This design comes from an exercise in tuning for small area and few clock cycles per item on the open sky130 flow, not from production work.
Only simulation tests tie the RTL to the original design; equivalence was not proved.

the reference run:
## rgb_to_hsi_convert
module rgb_to_hsi_convert #(
  parameter int unsigned HUE_FRAC_BITS = rhc_pkg::HUE_FRAC_DEF
) (
  input  logic        clk,
  input  logic        rst_n,
  input  logic        in_tvalid,
  output logic        in_tready,
  input  logic [23:0] in_tdata,    
  output logic        out_tvalid,
  input  logic        out_tready,
  output logic [47:0] out_tdata    
);
  logic [3:0] vld_r;
  logic adv;
  assign adv        = !vld_r[3] || out_tready;
  assign in_tready  = adv;
  assign out_tvalid = vld_r[3];
  always_ff @(posedge clk) begin
    if (!rst_n) vld_r <= '0;
    else if (adv) vld_r <= {vld_r[2:0], in_tvalid};
  end
  logic n_1;
  assign n_1 = ~in_tdata[16];
  logic n_2;
  assign n_2 = ~in_tdata[17];
  logic n_3;
  assign n_3 = ~in_tdata[18];
  logic n_4;
  assign n_4 = ~in_tdata[19];
  logic n_5;
  assign n_5 = ~in_tdata[20];
  logic n_6;
  assign n_6 = ~in_tdata[21];
  logic n_7;
  assign n_7 = ~in_tdata[22];
  logic n_8;
  assign n_8 = ~in_tdata[23];
  logic a_9;
  assign a_9 = in_tdata[8] & n_1;
  logic a_10;
  assign a_10 = in_tdata[9] & n_2;
  logic a_11;
  assign a_11 = in_tdata[10] & n_3;
  logic a_12;
  assign a_12 = in_tdata[11] & n_4;
  logic a_13;
  assign a_13 = in_tdata[12] & n_5;
  logic a_14;
  assign a_14 = in_tdata[13] & n_6;
  logic a_15;
  assign a_15 = in_tdata[14] & n_7;
  logic a_16;
  assign a_16 = in_tdata[15] & n_8;
  logic x_17;
  assign x_17 = in_tdata[8] ^ n_1;
  logic x_18;
  assign x_18 = in_tdata[9] ^ n_2;
  logic x_19;
  assign x_19 = in_tdata[10] ^ n_3;
  logic x_20;
  ...
Size: ~78 I/O pins, roughly 50000 µm² of cells after synthesis.
Settings: LEC_CHECK=0, ABC_AREA=1, CAP_MARGIN=20, CORE_MARGIN=2, CORE_UTILIZATION=70, CTS_BUF_LIST=sky130_fd_sc_hd__clkbuf_8, SLEW_MARGIN=20; clock period 12.5 ns.
run.sh (not shown) runs the stock make flow with config.mk's settings and CLKGATE_MAP_FILE= SYNTH_SCRIPT=/design/flow/synth_recipe.tcl, a recipe that flattens the netlist after the stock synthesis.
The reference run completed; timing, DRC and antenna clean
Testbench counts of the reference run, summed over its fixed seeds: cycles 16,032, items 16,000.
Changes in the trial run relative to the reference run:
Settings: CORE_UTILIZATION changed from 70 to 40; CTS_BUF_LIST removed (was sky130_fd_sc_hd__clkbuf_8).
==> comparison <==
- The lower starting density of the core came out of the trial run.
- Taking the reference run as the reference, in the trial run worst path setup slack after routing went down; clock edge transition at the registers on the reported setup and hold paths went up; routed wire length went up; shortest clock period the worst path allows after layout went up.
- The trial run vs the reference run on number of buffers and inverters on the critical path: the trial run is the higher one.
- The final reports for the trial run and the reference run show number of standard cells in the final layout excluding fillers higher in the former.


Setup of build 42:
Another version of the RTL of rgb_to_hsi_convert (not shown whole).
For scale: roughly 330 flip-flops.
// rgb_to_hsi_convert
module rgb_to_hsi_convert #(
  parameter int unsigned HUE_FRAC_BITS = rhc_pkg::HUE_FRAC_DEF
) (
  input  logic        clk,
  input  logic        rst_n,
  input  logic        in_tvalid,
  output logic        in_tready,
  input  logic [23:0] in_tdata,    
  output logic        out_tvalid,
  input  logic        out_tready,
  output logic [47:0] out_tdata    
);
make LEC_CHECK=0 ABC_AREA=1 CAP_MARGIN=20 CORE_MARGIN=2 CORE_UTILIZATION=80 CTS_BUF_LIST=sky130_fd_sc_hd__clkbuf_8 SLEW_MARGIN=20 finish   # period 12.5 ns
Although it ran to completion, build 42 produced a layout that fails the final checks because of negative setup slack.
Testbench counts of build 42, summed over its fixed seeds: cycles 16,032, items 16,000.
Relative to build 42, the following input files were edited for build 73:
- changing CTS_BUF_LIST from sky130_fd_sc_hd__clkbuf_8 to sky130_fd_sc_hd__clkbuf_4 sky130_fd_sc_hd__clkbuf_8
- changing CORE_UTILIZATION from 80 to 55
==> comparison <==
In the route summary, build 73 ends up with a via count below that of build 42.
Complete run, failing final checks: build 42, reason negative setup slack.
Build 73 | stages: all done | timing, DRC, antenna: all pass
Looking at build 42 and build 73, the share of cells above drive strength 1 is a wash.
Note that the horizontal extent of the die recorded for build 73 amounts to 1.2 times the value seen in build 42.
Modified inputs, build 8 compared to build 73
- a change of CTS_BUF_LIST from sky130_fd_sc_hd__clkbuf_4 sky130_fd_sc_hd__clkbuf_8 to sky130_fd_sc_hd__clkbuf_8
- a change of CAP_MARGIN from 20 to 0
- a change of CORE_UTILIZATION from 55 to 70
- a change of SLEW_MARGIN from 20 to 0
- Between build 73 and build 8, met2 track demand over resource increased.
- Changes observed in build 8 relative to build 73: count of clock-net buffers in the final layout has decreased; total of fill cells in the finished design went down 2852; final layout net count went down 51; part of the cycle the worst path needs now sits higher.
- Comparing core utilization for build 73 and build 8, the smaller number came from build 73.
- Between build 8 and build 73, it is build 8 whose routed wire length is lower, by 4.4 mm.
- Against build 73, build 8 comes in 14 points lower on worst max-slew margin expressed relative to the limit.
> inputs changed (build 8 -> build 85)
- CORE_UTILIZATION now 55, was 70
- CAP_MARGIN now 20, was 0
- SLEW_MARGIN now 20, was 0
- CTS_BUF_LIST no longer set, was sky130_fd_sc_hd__clkbuf_8
Notes after the runs:
The global-route usage number comes out higher for build 8 vs build 85. Between build 8 and build 85, the flow reports CTS buffer count decreasing by more than a quarter. Per the comparison of build 85 with build 8, initial detailed-routing violation count went down; fmax has increased; routed wire length per instance ~0 delta.


== pepper ==
rgb_to_hsi_convert again, from the RTL that the note above started with.
clock: 12.5 ns
lec_check: 0
abc_area: 1
cap_margin: 10
core_margin: 2
core_utilization: 70
cts_buf_list: sky130_fd_sc_hd__clkbuf_8
slew_margin: 10
pepper: full flow OK, the timing, DRC and antenna checks passed
Testbench counts of pepper, summed over its fixed seeds: cycles 16,032, items 16,000.
Modified inputs, garnet compared to pepper
- setting GPL_TIMING_DRIVEN to 0 for the first time
- changing SLEW_MARGIN from 10 to 20
- changing CAP_MARGIN from 10 to 20
Results
Compare pepper and garnet | area occupied by multi-input gates higher: garnet
garnet reports its highest routed metal layer as met4 while pepper reports met5.
| garnet | all stages done | FAIL | negative setup slack |
Summary — number of setup buffers added after CTS, garnet relative to pepper: higher, by 29.
Edits applied to the flow inputs when going from garnet to indigo:
- removing GPL_TIMING_DRIVEN (formerly 0)
==> notes.md <==
In summary, indigo completed successfully, with a layout that passed the timing, DRC and antenna checks.
Routed wire length (higher): garnet
Instance area at placement: indigo vs garnet, no meaningful difference
Design area, garnet and indigo, higher one = garnet.
Input-level comparison between nickel and indigo:
- CORE_UTILIZATION: 70 -> 55
[summary]
- nickel completed every stage of the flow, and the final layout passed the timing, DRC and antenna checks.
- Minimum clock period after layout: nickel better than indigo
- Cmp nickel vs indigo: routability-driven placement congestion ratio lower in nickel
- On nickel: peak per-stage delay on the critical path is 0.09 ns lower than what indigo gave.
- Comparing total routing resource utilization after global routing for nickel and indigo, the bigger number came from indigo.
- Met1 usage in global routing: nickel < indigo
- Looking at setup slack after layout, nickel sits above indigo.
- nickel: sequential share of layout area is 0.24 points lower than what indigo reported.
For amber, these inputs were changed with respect to nickel:
- changing CORE_UTILIZATION from 55 to 65
==> notes.md <==
Of nickel and amber, the run reporting the higher total wire length after detailed routing was nickel.
From nickel to amber the numbers moved as follows: aggregate global-route resource usage picked up an extra 3.3 points; final design area excluding fillers lost 1.0%; period utilization picked up an extra 0.58 points; measured slew at the worst slew-check pin picked up an extra 0.11 ns.
#### Input delta (zinc over amber)
- CORE_UTILIZATION: 65 -> 70
==> flow/flow/run.sh (new file) <==
#!/bin/bash
# The standard layout (the standard.sh, standard synthesis unchanged), with ORFS's power
# recovery step enabled after global routing: repair_timing -recover_power downsizes gates
# on paths that keep positive slack. Each step's full output goes to its own log file here.
set -euo pipefail
export RECOVER_POWER=100
bash standard.sh synth > run_synth.log 2>&1
bash standard.sh finish > run_layout.log 2>&1
==> flow/standard.sh (new file) <==
#!/bin/bash
# synth_recipe.tcl (not shown) runs the flow's synth.tcl, then flattens the netlist and writes it again
# the make line also repeats each setting of config.mk as NAME=value (left out here)
make -C /OpenROAD-flow-scripts/flow DESIGN_CONFIG=/design/flow/config.mk WORK_HOME=/design/flow/orfs CLKGATE_MAP_FILE= SYNTH_SCRIPT=/design/flow/synth_recipe.tcl "${@:-finish}"
removed: flow/run.sh
Findings:
met3 wire length is higher on zinc. Layout clock buffer count ended up about 3.3% lower on zinc than on amber. Comparing amber with zinc, the slack of the critical path came out essentially unchanged. X dimension of the die, zinc vs amber: down by a few percent.

[afterwards: timing with drivers on the ports]
In the flow no input, the clock included, has a driving cell. The finished layouts below were timed again as built, in two steps.
Step 1 (the two cells are an assumption about what drives the block):
set clk [get_ports {clk}]
set_driving_cell -lib_cell sky130_fd_sc_hd__clkbuf_16 $clk
set_driving_cell -lib_cell sky130_fd_sc_hd__buf_2 [delete_from_list [all_inputs] $clk]
Step 2 also shifts input and output timing later by t, the mid clock arrival at the registers, as if the neighbouring blocks saw the same clock.
a / b / c = ideal ports / drivers / drivers and shift; a / b = the first two.
| run | t (ns) | setup WS [ns] | worst data-port slew with drivers (ns) |
|---|---|---|---|
| the reference run | 0.745 | 0.508 / 0.443 / 0.277 | 0.07 |
| the trial run | 0.686 | 0.491 / 0.491 / 0.194 | 0.05 |
| build 42 | 0.736 | -2.107 / -2.107 / -2.107 | 0.06 |
| build 73 | 0.746 | 0.577 / 0.577 / 0.002 | 0.05 |
| build 8 | 0.752 | 0.514 / 0.445 / 0.202 | 0.09 |
| build 85 | 0.663 | 0.684 / 0.620 / 0.097 | 0.05 |
| pepper | 0.752 | 0.514 / 0.445 / 0.202 | 0.09 |
| garnet | 0.716 | -0.009 / -0.009 / -0.162 | 0.05 |
| indigo | 0.752 | 0.514 / 0.445 / 0.202 | 0.09 |
| nickel | 0.744 | 0.587 / 0.587 / 0.002 | 0.05 |
| amber | 0.747 | 0.515 / 0.446 / 0.168 | 0.06 |
| zinc | 0.752 | 0.515 / 0.446 / 0.203 | 0.09 |
The setup slack of build 85, which loses most, moves by -0.064 ns with the drivers and by -0.587 ns with both steps.
